What follows belongs to an exercise in optimizing a design on an open flow for small area and a short achievable clock period; a production flow would make more cautious choices. Only simulation tests tie the RTL to the original design; equivalence was not proved. The clock cells of this run come from the design's own scripts or RTL, not from TritonCTS. The clock input has no modelled driver; a real chip could not lean on it and would need a root buffer or a full tree. Power and IR drop assume default switching activity.

File: design/flow/design.v
`default_nettype none
package sump_cmd_pkg;
  typedef enum logic [7:0] {
    OPC_SOFT_RESET  = 8'h00,
    OPC_RUN         = 8'h01,
    OPC_ID          = 8'h02,
    OPC_XON         = 8'h11,
    OPC_XOFF        = 8'h13,
    OPC_SET_DIV     = 8'h80,
    OPC_SET_CNT     = 8'h81,   
    OPC_SET_FLAGS   = 8'h82,
    OPC_SET_TRG_MSK = 8'hC0,   
    OPC_SET_TRG_VAL = 8'hC1,
    OPC_SET_TRG_CFG = 8'hC2
  } opcode_e;
  typedef enum logic [3:0] {
    ACT_NONE,
    ACT_SOFT_RESET,
    ACT_RUN,
    ACT_ID,
    ACT_XON,
    ACT_XOFF,
    ACT_SET_MASK,
    ACT_SET_VAL,
    ACT_SET_CFG,
    ACT_SET_DIV,
    ACT_SET_CNT,
    ACT_SET_FLAGS
  } action_e;
  typedef logic [1:0]  stage_t;
  typedef logic [31:0] param_t;   
endpackage
`default_nettype wire
`default_nettype none
package sump_cfg_pkg;
  typedef struct packed {
    logic [31:0] mask;
    logic [31:0] value;
    logic [31:0] cfg;    
  } trig_stage_t;
  typedef struct packed {
    trig_stage_t [4-1:0] trig;
    logic [23:0]                    divider;
    logic [15:0]                    read_cnt;
    logic [15:0]                    delay_cnt;
    logic [31:0]                    flags;
  } sump_cfg_t;
endpackage
`default_nettype wire
`default_nettype none
module sump_ctrl_top (
  input  logic                    clk_i,
  input  logic                    rst_n_i,
  input  logic                    rx_valid_i,
  input  logic [7:0]              rx_data_i,
  output logic [471:0]            cfg_o,     
  output logic                    armed_o,
  input  logic                    tx_credit_i,
  output logic                    tx_valid_o,
  output logic [7:0]              tx_data_o
);
  logic        busy_q;
  logic [3:0]  pos_q;
  logic [3:0]  code_q;
  logic [31:0] param_q;
  logic [3:0]  code_d;
  always_comb begin
    code_d = 4'b1111;
    if (rx_data_i[6:4] == 3'b100 && rx_data_i[1:0] != 2'b11)
      code_d = rx_data_i[3:0];
    else if (rx_data_i[6:2] == 5'b00000 && rx_data_i[1:0] != 2'b11)
      code_d = {rx_data_i[1:0], 2'b11};
  end
  logic take_opc, take_par, last_par;
  assign take_opc = rx_valid_i && !busy_q;
  assign take_par = rx_valid_i && busy_q;
  assign last_par = rx_valid_i && pos_q[3];
  always_ff @(posedge clk_i or negedge rst_n_i) begin
    if (!rst_n_i) begin
      busy_q <= 1'b0;
      pos_q  <= 4'd0;
    end else if (rx_valid_i) begin
      if (!busy_q) begin
        busy_q <= rx_data_i[7];
        pos_q  <= {3'd0, rx_data_i[7]};
      end else begin
        busy_q <= !pos_q[3];
        pos_q  <= {pos_q[2:0], 1'b0};
      end
    end
  end
  always_ff @(posedge clk_i) begin
    if (take_opc) code_q  <= code_d;
    if (take_par) param_q <= {rx_data_i, param_q[31:8]};   
  end
  logic c_soft, c_run, c_id, c_xon, c_xoff;
  logic [14:0] we;
  logic [14:0] hold;
  logic [14:0] we_d;
  logic        soft_d;
  assign soft_d = take_opc && (rx_data_i == 8'h00);
  always_comb begin
    for (int w = 0; w < 15; w++) begin
      if (w < 12) we_d[w] = last_par && (code_q == 4'((w / 3) * 4 + (w % 3)));
      else        we_d[w] = last_par && (code_q == 4'((w - 12) * 4 + 3));
    end
  end
  always_ff @(posedge clk_i or negedge rst_n_i) begin
    if (!rst_n_i) begin
      c_soft <= 1'b0;
      c_run  <= 1'b0;
      c_id   <= 1'b0;
      c_xon  <= 1'b0;
      c_xoff <= 1'b0;
      we     <= '0;
      hold   <= '0;
    end else begin
      c_soft <= soft_d;
      c_run  <= take_opc && (rx_data_i == 8'h01);
      c_id   <= take_opc && (rx_data_i == 8'h02);
      c_xon  <= take_opc && (rx_data_i == 8'h11);
      c_xoff <= take_opc && (rx_data_i == 8'h13);
      we     <= we_d;
      hold   <= ~(we_d | {15{soft_d}});
    end
  end
  logic [3:0][31:0] mask_q, value_q, tcfg_q;
  logic [23:0]      divider_q;
  logic [31:0]      cnts_q;    
  logic [31:0]      flags_q;
  logic             armed_q;
  always_ff @(posedge clk_i or negedge rst_n_i) begin
    if (!rst_n_i) begin
      mask_q    <= '0;
      value_q   <= '0;
      tcfg_q    <= '0;
      divider_q <= '0;
      cnts_q    <= '0;
      flags_q   <= '0;
      armed_q   <= 1'b0;
    end else begin
      for (int s = 0; s < 4; s++) begin
        mask_q[s]  <= (param_q & {32{we[s*3+0]}}) | (mask_q[s]  & {32{hold[s*3+0]}});
        value_q[s] <= (param_q & {32{we[s*3+1]}}) | (value_q[s] & {32{hold[s*3+1]}});
        tcfg_q[s]  <= (param_q & {32{we[s*3+2]}}) | (tcfg_q[s]  & {32{hold[s*3+2]}});
      end
      divider_q <= (param_q[23:0] & {24{we[12]}}) | (divider_q & {24{hold[12]}});
      cnts_q    <= (param_q & {32{we[13]}}) | (cnts_q  & {32{hold[13]}});
      flags_q   <= (param_q & {32{we[14]}}) | (flags_q & {32{hold[14]}});
      armed_q   <= c_run || (armed_q && !c_soft);
    end
  end
  always_comb begin
    for (int s = 0; s < 4; s++) begin
      cfg_o[(s*96+88)+:96] = {mask_q[s], value_q[s], tcfg_q[s]};
    end
    cfg_o[87:0] = {divider_q, cnts_q[15:0], cnts_q[31:16], flags_q};
  end
  assign armed_o = armed_q;
  logic       pend_q, xoff_q, valid_q;
  logic [3:0] used_q;
  logic [6:0] txd_q;
  logic       send, id_acc;
  logic       pend_d, xoff_d;
  logic [3:0] used_send, used_idle, used_d;
  logic       full_nocredit;
  assign send   = pend_q && !xoff_q && !used_q[3];
  assign id_acc = c_id && !pend_q;
  always_comb begin
    pend_d = pend_q;
    if (send && txd_q[1]) pend_d = 1'b0;
    if (id_acc)           pend_d = 1'b1;
    if (c_soft)           pend_d = 1'b0;
    xoff_d = xoff_q;
    if (c_xon || c_soft) xoff_d = 1'b0;
    if (c_xoff)          xoff_d = 1'b1;
    used_send = send ? {used_q[2:0], 1'b1} : used_q;
    used_idle = send ? used_q : {1'b0, used_q[3:1]};
    used_d    = tx_credit_i ? used_idle : used_send;
    full_nocredit = send ? used_q[2] : used_q[3];
  end
  always_ff @(posedge clk_i or negedge rst_n_i) begin
    if (!rst_n_i) begin
      pend_q  <= 1'b0;
      xoff_q  <= 1'b0;
      valid_q <= 1'b0;
      used_q  <= 4'd0;
    end else begin
      pend_q  <= pend_d;
      xoff_q  <= xoff_d;
      used_q  <= used_d;
      valid_q <= pend_d && !xoff_d && (tx_credit_i || !full_nocredit);
    end
  end
  always_ff @(posedge clk_i) begin
    if (id_acc) begin
      txd_q <= 7'(8'h31);
    end else if (send) begin
      if (txd_q[5])      txd_q <= 7'(8'h41);
      else if (txd_q[2]) txd_q <= 7'(8'h53);
      else               txd_q <= 7'(8'h4C);
    end
  end
  assign tx_valid_o = valid_q;
  assign tx_data_o  = {1'b0, txd_q};
endmodule
`default_nettype wire
File: design/flow/flow/run.sh
#!/bin/bash
# ORFS layout with port buffers of our choice and a two-level clock tree
# (flow/ctree.tcl) in place of TritonCTS; every other step is the standard one.
set -euo pipefail
W=$PWD
K=( "BUFFER_PORTS_ARGS=-buffer_cell sky130_fd_sc_hd__buf_1"
    SETUP_SLACK_MARGIN=1.6
    "DONT_USE_CELLS=sky130_fd_sc_hd__probe_p_8 sky130_fd_sc_hd__probec_p_8 sky130_fd_sc_hd__lpflow_bleeder_1 sky130_fd_sc_hd__lpflow_clkbufkapwr_1 sky130_fd_sc_hd__lpflow_clkbufkapwr_16 sky130_fd_sc_hd__lpflow_clkbufkapwr_2 sky130_fd_sc_hd__lpflow_clkbufkapwr_4 sky130_fd_sc_hd__lpflow_clkbufkapwr_8 sky130_fd_sc_hd__lpflow_clkinvkapwr_1 sky130_fd_sc_hd__lpflow_clkinvkapwr_16 sky130_fd_sc_hd__lpflow_clkinvkapwr_2 sky130_fd_sc_hd__lpflow_clkinvkapwr_4 sky130_fd_sc_hd__lpflow_clkinvkapwr_8 sky130_fd_sc_hd__lpflow_decapkapwr_12 sky130_fd_sc_hd__lpflow_decapkapwr_3 sky130_fd_sc_hd__lpflow_decapkapwr_4 sky130_fd_sc_hd__lpflow_decapkapwr_6 sky130_fd_sc_hd__lpflow_decapkapwr_8 sky130_fd_sc_hd__lpflow_inputiso0n_1 sky130_fd_sc_hd__lpflow_inputiso0p_1 sky130_fd_sc_hd__lpflow_inputiso1n_1 sky130_fd_sc_hd__lpflow_inputiso1p_1 sky130_fd_sc_hd__lpflow_inputisolatch_1 sky130_fd_sc_hd__lpflow_isobufsrc_1 sky130_fd_sc_hd__lpflow_isobufsrc_16 sky130_fd_sc_hd__lpflow_isobufsrc_2 sky130_fd_sc_hd__lpflow_isobufsrc_4 sky130_fd_sc_hd__lpflow_isobufsrc_8 sky130_fd_sc_hd__lpflow_isobufsrckapwr_16 sky130_fd_sc_hd__lpflow_lsbuf_lh_hl_isowell_tap_1 sky130_fd_sc_hd__lpflow_lsbuf_lh_hl_isowell_tap_2 sky130_fd_sc_hd__lpflow_lsbuf_lh_hl_isowell_tap_4 sky130_fd_sc_hd__lpflow_lsbuf_lh_isowell_4 sky130_fd_sc_hd__lpflow_lsbuf_lh_isowell_tap_1 sky130_fd_sc_hd__lpflow_lsbuf_lh_isowell_tap_2 sky130_fd_sc_hd__lpflow_lsbuf_lh_isowell_tap_4 sky130_fd_sc_hd__or4_1 sky130_fd_sc_hd__or4_2 sky130_fd_sc_hd__or4_4 sky130_fd_sc_hd__or4b_1 sky130_fd_sc_hd__or4b_2 sky130_fd_sc_hd__or4b_4 sky130_fd_sc_hd__or4bb_1 sky130_fd_sc_hd__or4bb_2 sky130_fd_sc_hd__or4bb_4 sky130_fd_sc_hd__nor4_1 sky130_fd_sc_hd__nor4_2 sky130_fd_sc_hd__nor4_4 sky130_fd_sc_hd__nor4b_1 sky130_fd_sc_hd__nor4b_2 sky130_fd_sc_hd__nor4b_4 sky130_fd_sc_hd__nor4bb_1 sky130_fd_sc_hd__nor4bb_2 sky130_fd_sc_hd__nor4bb_4 sky130_fd_sc_hd__or2_0 sky130_fd_sc_hd__or2_1 sky130_fd_sc_hd__or2_2 sky130_fd_sc_hd__or2_4 sky130_fd_sc_hd__or2b_0 sky130_fd_sc_hd__or2b_1 sky130_fd_sc_hd__or2b_2 sky130_fd_sc_hd__or2b_4 sky130_fd_sc_hd__or3_0 sky130_fd_sc_hd__or3_1 sky130_fd_sc_hd__or3_2 sky130_fd_sc_hd__or3_4 sky130_fd_sc_hd__or3b_0 sky130_fd_sc_hd__or3b_1 sky130_fd_sc_hd__or3b_2 sky130_fd_sc_hd__or3b_4 sky130_fd_sc_hd__and3_0 sky130_fd_sc_hd__and3_1 sky130_fd_sc_hd__and3_2 sky130_fd_sc_hd__and3_4 sky130_fd_sc_hd__and3b_0 sky130_fd_sc_hd__and3b_1 sky130_fd_sc_hd__and3b_2 sky130_fd_sc_hd__and3b_4 sky130_fd_sc_hd__and4_0 sky130_fd_sc_hd__and4_1 sky130_fd_sc_hd__and4_2 sky130_fd_sc_hd__and4_4 sky130_fd_sc_hd__and4b_0 sky130_fd_sc_hd__and4b_1 sky130_fd_sc_hd__and4b_2 sky130_fd_sc_hd__and4b_4 sky130_fd_sc_hd__and4bb_0 sky130_fd_sc_hd__and4bb_1 sky130_fd_sc_hd__and4bb_2 sky130_fd_sc_hd__and4bb_4"
    CTREE_TCL=$W/flow/ctree.tcl CTREE_TOP_DEPTH=2 CTREE_LEAF_DEPTH=3
    CTREE_TOP_CELL=sky130_fd_sc_hd__inv_16 CTREE_LEAF_CELL=sky130_fd_sc_hd__inv_8 )
bash standard.sh "${K[@]}" place > make_place.log 2>&1
bash standard.sh "${K[@]}" run RUN_SCRIPT=$W/flow/mycts.tcl RUN_LOG_NAME_STEM=4_1_cts > make_cts.log 2>&1
bash standard.sh "${K[@]}" finish > make_finish.log 2>&1
File: design/flow/flow/ctree.tcl

proc ctree_split { pts depth } {
  # pts: list of {iterm x y}
  if { $depth == 0 || [llength $pts] < 2 } { return [list $pts] }
  set xs [lmap p $pts { lindex $p 1 }]
  set ys [lmap p $pts { lindex $p 2 }]
  set xs [lsort -integer $xs]; set ys [lsort -integer $ys]
  set w [expr { [lindex $xs end] - [lindex $xs 0] }]
  set h [expr { [lindex $ys end] - [lindex $ys 0] }]
  set k [expr { $w >= $h ? 1 : 2 }]
  set s [lsort -integer -index $k $pts]
  set n [expr { [llength $s] / 2 }]
  return [concat [ctree_split [lrange $s 0 [expr { $n - 1 }]] [expr { $depth - 1 }]] \
                 [ctree_split [lrange $s $n end] [expr { $depth - 1 }]]]
}

proc ctree_centroid { pts } {
  set sx 0; set sy 0
  foreach p $pts { set sx [expr { $sx + [lindex $p 1] }]; set sy [expr { $sy + [lindex $p 2] }] }
  set n [llength $pts]
  return [list [expr { int($sx / $n) }] [expr { int($sy / $n) }]]
}

proc ctree_buf { block master name in_net x y } {
  set inst [odb::dbInst_create $block $master $name]
  set net [odb::dbNet_create $block "${name}_net"]
  $net setSigType CLOCK
  foreach it [$inst getITerms] {
    if { [$it isInputSignal] } { $it connect $in_net }
    if { [$it isOutputSignal] } { $it connect $net }
  }
  set bb [$master getWidth]
  set bh [$master getHeight]
  $inst setLocation [expr { $x - $bb / 2 }] [expr { $y - $bh / 2 }]
  $inst setPlacementStatus PLACED
  return $net
}

proc ctree_build { clk_port top_depth leaf_depth top_cell leaf_cell } {
  set block [ord::get_db_block]
  set db [ord::get_db]
  set bterm [$block findBTerm $clk_port]
  set clk_net [$bterm getNet]
  $clk_net setSigType CLOCK
  set pts {}
  foreach it [$clk_net getITerms] {
    set xy [$it getAvgXY]
    if { ![lindex $xy 0] } {
      set bb [[$it getInst] getBBox]
      set xy [list 1 [expr { ([$bb xMin] + [$bb xMax]) / 2 }] [expr { ([$bb yMin] + [$bb yMax]) / 2 }]]
    }
    lappend pts [list $it [lindex $xy 1] [lindex $xy 2]]
  }
  puts "ctree: [llength $pts] clock pins on $clk_port"
  set topm [$db findMaster $top_cell]
  set leafm [$db findMaster $leaf_cell]
  set parts [ctree_split $pts $top_depth]
  set ti 0
  set li 0
  foreach part $parts {
    set groups [ctree_split $part $leaf_depth]
    set cents {}
    foreach g $groups { lappend cents [concat x [ctree_centroid $g]] }
    set tc [ctree_centroid $cents]
    set tnet [ctree_buf $block $topm "ctree_top_$ti" $clk_net [lindex $tc 0] [lindex $tc 1]]
    incr ti
    foreach g $groups c $cents {
      set lnet [ctree_buf $block $leafm "ctree_leaf_$li" $tnet [lindex $c 1] [lindex $c 2]]
      incr li
      foreach p $g {
        set it [lindex $p 0]
        $it disconnect
        $it connect $lnet
      }
      puts "ctree: leaf $li drives [llength $g] pins"
    }
  }
  puts "ctree: $ti top buffers, $li leaf buffers"
}
File: design/flow/flow/mycts.tcl
# Clock tree step in place of ORFS's TritonCTS step: builds the two-level tree of
# ctree.tcl on the placed design, legalizes, repairs timing as ORFS's cts step
# does, and writes the results the rest of the ORFS flow reads.
source $::env(SCRIPTS_DIR)/load.tcl
erase_non_stage_variables cts
load_design 3_place.odb 3_place.sdc
set_dont_use $::env(DONT_USE_CELLS)

source $::env(CTREE_TCL)
ctree_build clk_i $::env(CTREE_TOP_DEPTH) $::env(CTREE_LEAF_DEPTH) \
  $::env(CTREE_TOP_CELL) $::env(CTREE_LEAF_CELL)
set_propagated_clock [all_clocks]

set_placement_padding -global \
  -left $::env(CELL_PAD_IN_SITES_DETAIL_PLACEMENT) \
  -right $::env(CELL_PAD_IN_SITES_DETAIL_PLACEMENT)
detailed_placement
estimate_parasitics -placement
report_clock_latency

repair_timing_helper
detailed_placement
check_placement -verbose
estimate_parasitics -placement
report_clock_latency
report_checks -path_delay max -group_path_count 5 -digits 3
report_worst_slack -max
report_worst_slack -min

orfs_write_db $::env(RESULTS_DIR)/4_1_cts.odb
orfs_write_sdc $::env(RESULTS_DIR)/4_cts.sdc
File: design/flow/standard.sh
#!/bin/bash
# synth_recipe.tcl (not shown) runs the flow's synth.tcl, then flattens the netlist and writes it again
# the make line also repeats each setting of config.mk as NAME=value (left out here)
make -C /OpenROAD-flow-scripts/flow DESIGN_CONFIG=/design/flow/config.mk WORK_HOME=/design/flow/orfs CLKGATE_MAP_FILE= SYNTH_SCRIPT=/design/flow/synth_recipe.tcl "${@:-finish}"
File: design/flow/config.mk
export PLATFORM = sky130hd
export DESIGN_NAME = sump_ctrl_top
export DESIGN_NICKNAME = sump_ctrl_top
export VERILOG_FILES = /design/flow/design.v
export SDC_FILE = /design/flow/constraint.sdc
export NUM_CORES = 4
export LEC_CHECK = 0
export CAP_MARGIN = 20
export CORE_MARGIN = 2
export CORE_UTILIZATION = 40
export SETUP_SLACK_MARGIN = 0.1
export SLEW_MARGIN = 20
File: design/flow/constraint.sdc
create_clock -name core_clock -period 3.0 [get_ports {clk_i}]
set_input_delay 0.6000 -clock core_clock [delete_from_list [all_inputs] [get_ports {clk_i}]]
set_output_delay 0.6000 -clock core_clock [all_outputs]
set_load 0.01 [all_outputs]
==> results.txt <==
* Status: timing/DRC/antenna clean
* Fin Hold WS at 0.307 ns
* Seq. cell area at 14200 um^2
* Number of synthesized register bits at 562
* Syn avg cell area at 15.3 um^2
* Compound-cell area share of the yosys netlist at 22.5%
* Starting density of the core at 40.2%
* Register-to-Register Setup Slack at 1.64 ns
* P&R area growth vs syn at 18.2%
* DRT Pass-1 Iters at 6
* Number of distinct library cells after synthesis at 36
* Core area at 48600 um^2
* Required time of the critical path at 3.07 ns
* Worst-path clk slew at 0.09 ns
* R2R cell count at 1
* Die height at 225 um
* Largest cells by area after synthesis: dfrtp_1 67%, a22o_1 21%, edfxtp_1 5.5%
* Adder-Cell Fraction of Synth Area at 0%
* Dpl cells at 2320
* First-pass GRT wire length at 93.3 mm
* Max_slew headroom at 35.3%
* Pwr Density at 657 nW/um^2
* Leak Pwr at 10.8 nW
* Post-Synth Simple-Gate Area at 1.98%
* Fin Clk Skew at 0.0192 ns
* TNS Setup at 0 ns
* Vias in the first global route at 13500
* Placer Congestion at 0.837
* Max layer used: met4
* Hold WC Path Type: in -> async
* Unrepaired setup endpoints after global routing: true
* WL met3 at 4.78 mm
* PortBufs at 492
* Synth Instances at 1281
* Total congestion overflow at 0
* Post-Syn Area at 19600 um^2
* Slew at the pin with the worst max-slew slack at 0.971 ns
* Mapped Nets at 1293
* Initial antenna violation count at 0
* Met2 wire length at 30.4 mm
* Ports at 494
* Ant diodes at 0
* Drt total wl at 64.4 mm
* Top cell type's share of synthesized area at 66.5%
* Multi-input gate area at 4910 um^2
* Vias per cell at 5.85
* Syn. warnings at 1
* Avg WL per Cell at 27.0 um
* Area leader, netlist: dfrtp_1
* Wire length on met1 at 26.8 mm
* Non-Filler Instances at 2388
* Tmin final at 1.41 ns
* Post-synthesis mux area share at 0.0512%
* Final setup violation count at 0
* Number of DRC markers in iteration 0 at 1199
* ANT nets after route at 0
* Vias post-DR at 14000
* Seq/Total Area, Yosys at 72.6%
* Xor and xnor area share after synthesis at 0.0448%
* Worst vdd ir at 0.372 mV
* Critical Path Source: rx_valid_i
* Die area at 50700 um^2
* Crit share post-route at 47.0%
* R2R Path Start: param_q[27]$_DFFE_PP_
* DRC Markers at 0
* WS Path Type: in -> reg
* Largest net degree at the start of global routing at 54
* Max cap viols at 0
* R2R Path End: tcfg_q[123]$_DFF_PN0_
* Worst-skew pair later-pin latency at 0.18 ns
* Slew Viols, Final at 0
* Fmax at 709 MHz
* Die Width at 225 um
* Nets@finish at 1780
* Peak fanout along the critical path at 10
* Total chip power at 15.2 mW
* Layout cells sized above 1 at 9.85%
* Row cnt at 81
* Type of origin of the critical path: input pin
* Combinational family with the most area after synthesis: compound AO/OA/AOI/OAI gates
* Filler cells at 4449
* Worst setup EP type: flop
* GR Util All Layers at 24.5%
* Hold Fails Final Rpt at 0
* Crit path DAT at 1.48 ns
* Hpwl dp at 41.9 mm
-- cell type report --
class	instances	area share, %
repair buffers	577	11.9
flip-flops and latches	562	61.5
inverters	45	2.07
multi-input cells	582	21.2
well taps	622	3.37
-- critical path, cell delays in order --
cell	delay, ns
clkbuf_4	0.19
nand4b_1	0.28
buf_4	0.24
o22a_1	0.16
-- cell families after synthesis --
| logic type | count (synthesis) |
|---|---|
| flip-flops | 562 |
| AO/OA/AOI/OAI | 507 |
| buffers and inverters | 138 |
| AND/OR/NAND/NOR | 71 |
| XOR/XNOR | 1 |
| multiplexers | 1 |
| other | 1 |
-- state kept, by name, indices dropped and copies added (netlist names), 6 cells and up --
register   count
cnts_q        32
flags_q       32
param_q       32
we            15
value_q      128
tcfg_q       128
mask_q       128
divider_q     24
hold          15
txd_q          6
-- through the flow --
step,cell area (um^2),utilization [%],setup slack [ns]
6_report,23100,47.5,1.59
3_3_place_gp,22200,45.7,1.06
3_5_place_dp,22200,45.7,1.05
5_1_grt,23100,47.5,1.55
2_1_floorplan,19600,-,1.36
-- synthesized netlist by cell type, drive strengths merged --
library cell	instances
conb	1
buf	7
mux2i	1
nand4b	4
dfxtp	6
edfxtp	36
nand3	6
nor3b	4
a32oi	1
and2	1
nand3b	3
nor2	31
a221oi	1
and2b	3
o21ba	3
nand2b	6
a22o	473
o21a	1
xnor2	1
clkbuf	122
o32a	1
a21oi	5
nand2	5
dfrtp	520
nand4	1
inv	9
o22a	11
o21ai	7
a311oi	1
nor3	7
a21o	3
-- report_power, final --
part,total (mW),leakage (nW),internal (mW),switching (mW)
sequential,9.49,7.49,8.55,0.944
clock,3.18,0.233,0.489,2.69
combinational,2.53,3.08,1.05,1.48
total,15.2,10.8,10.1,5.11
-- metal layers --
layer | global-route usage, % | vias up
li1 | - | 5830
met1 | 34.9 | 7325
met2 | 39.0 | 703
met3 | 3.23 | 115
met4 | 8.01 | 0
met5 | 0 | -
-- cell usage in the layout (no fill, tap or decap), types with 2 or more instances in the layout --
master	Yosys	routed
a21o_1	3	3
a21oi_1	4	4
a22o_1	473	473
and2b_2	2	2
buf_1	0	460
buf_12	0	16
buf_2	2	4
buf_4	5	68
clkbuf_2	0	26
dfrtp_1	520	520
dfxtp_1	6	6
edfxtp_1	36	36
inv_1	9	8
inv_16	0	4
inv_8	0	32
nand2_1	5	3
nand2b_1	6	6
nand3_1	4	4
nand3_4	0	2
nand3b_1	3	3
nand4b_1	4	4
nor2_1	31	27
nor2_4	0	4
nor3_1	7	5
nor3_2	0	2
nor3b_1	3	3
o21ai_0	7	7
o21ba_4	0	3
o22a_1	11	11
-- worst max-delay path by stage --
stage | cells after the start | slack, ns | endpoint
detailed placement | 4 | 1.05 | hold[6]$_DFF_PN0_
floorplan | 3 | 1.36 | param_q[0]$_DFFE_PP_
finish | 4 | 1.59 | hold[14]$_DFF_PN0_
global route | 4 | 1.55 | hold[6]$_DFF_PN0_
global placement | 4 | 1.06 | hold[6]$_DFF_PN0_
-- repair_timing --
| action | in CTS | in global routing |
|---|---|---|
| pin swaps | 1 | 3 |
| cloned | 1 | 0 |
| hold buffers | 0 | 0 |
| gates resized for setup | 14 | 33 |
| endpoints found under the setup margin | 243 | 84 |
| buffers inserted | 18 | 13 |

-- static timing again, ports no longer ideal --
How much do the figures lean on ideal ports? The routed layout below was timed once more, with nothing changed but the port constraints.
Step 1: set_driving_cell puts a clkbuf_16 on clk_i and a buf_2 on each other input, an assumption about the parent block.
Step 2, shift: input delay + t, output delay - t, t = (earliest + latest rising clock arrival at the registers) / 2. This alone moves slack from input paths to output paths.
Slacks: ideal / step 1 / step 2; pairs: ideal / step 1.
t (ns): 0.404
setup WS [ns]: 1.589 / 1.389 / 1.363
worst hold slack (ns): 0.307 / 0.111 / 0.472
slew at the worst register clock pin (ns): 0.10 / 0.10
worst slew at a driven data input, ns: 0.05
After both steps this run still meets setup and hold. For this run, drivers alone change the setup slack by -0.200 ns; drivers and shift together by -0.226 ns.
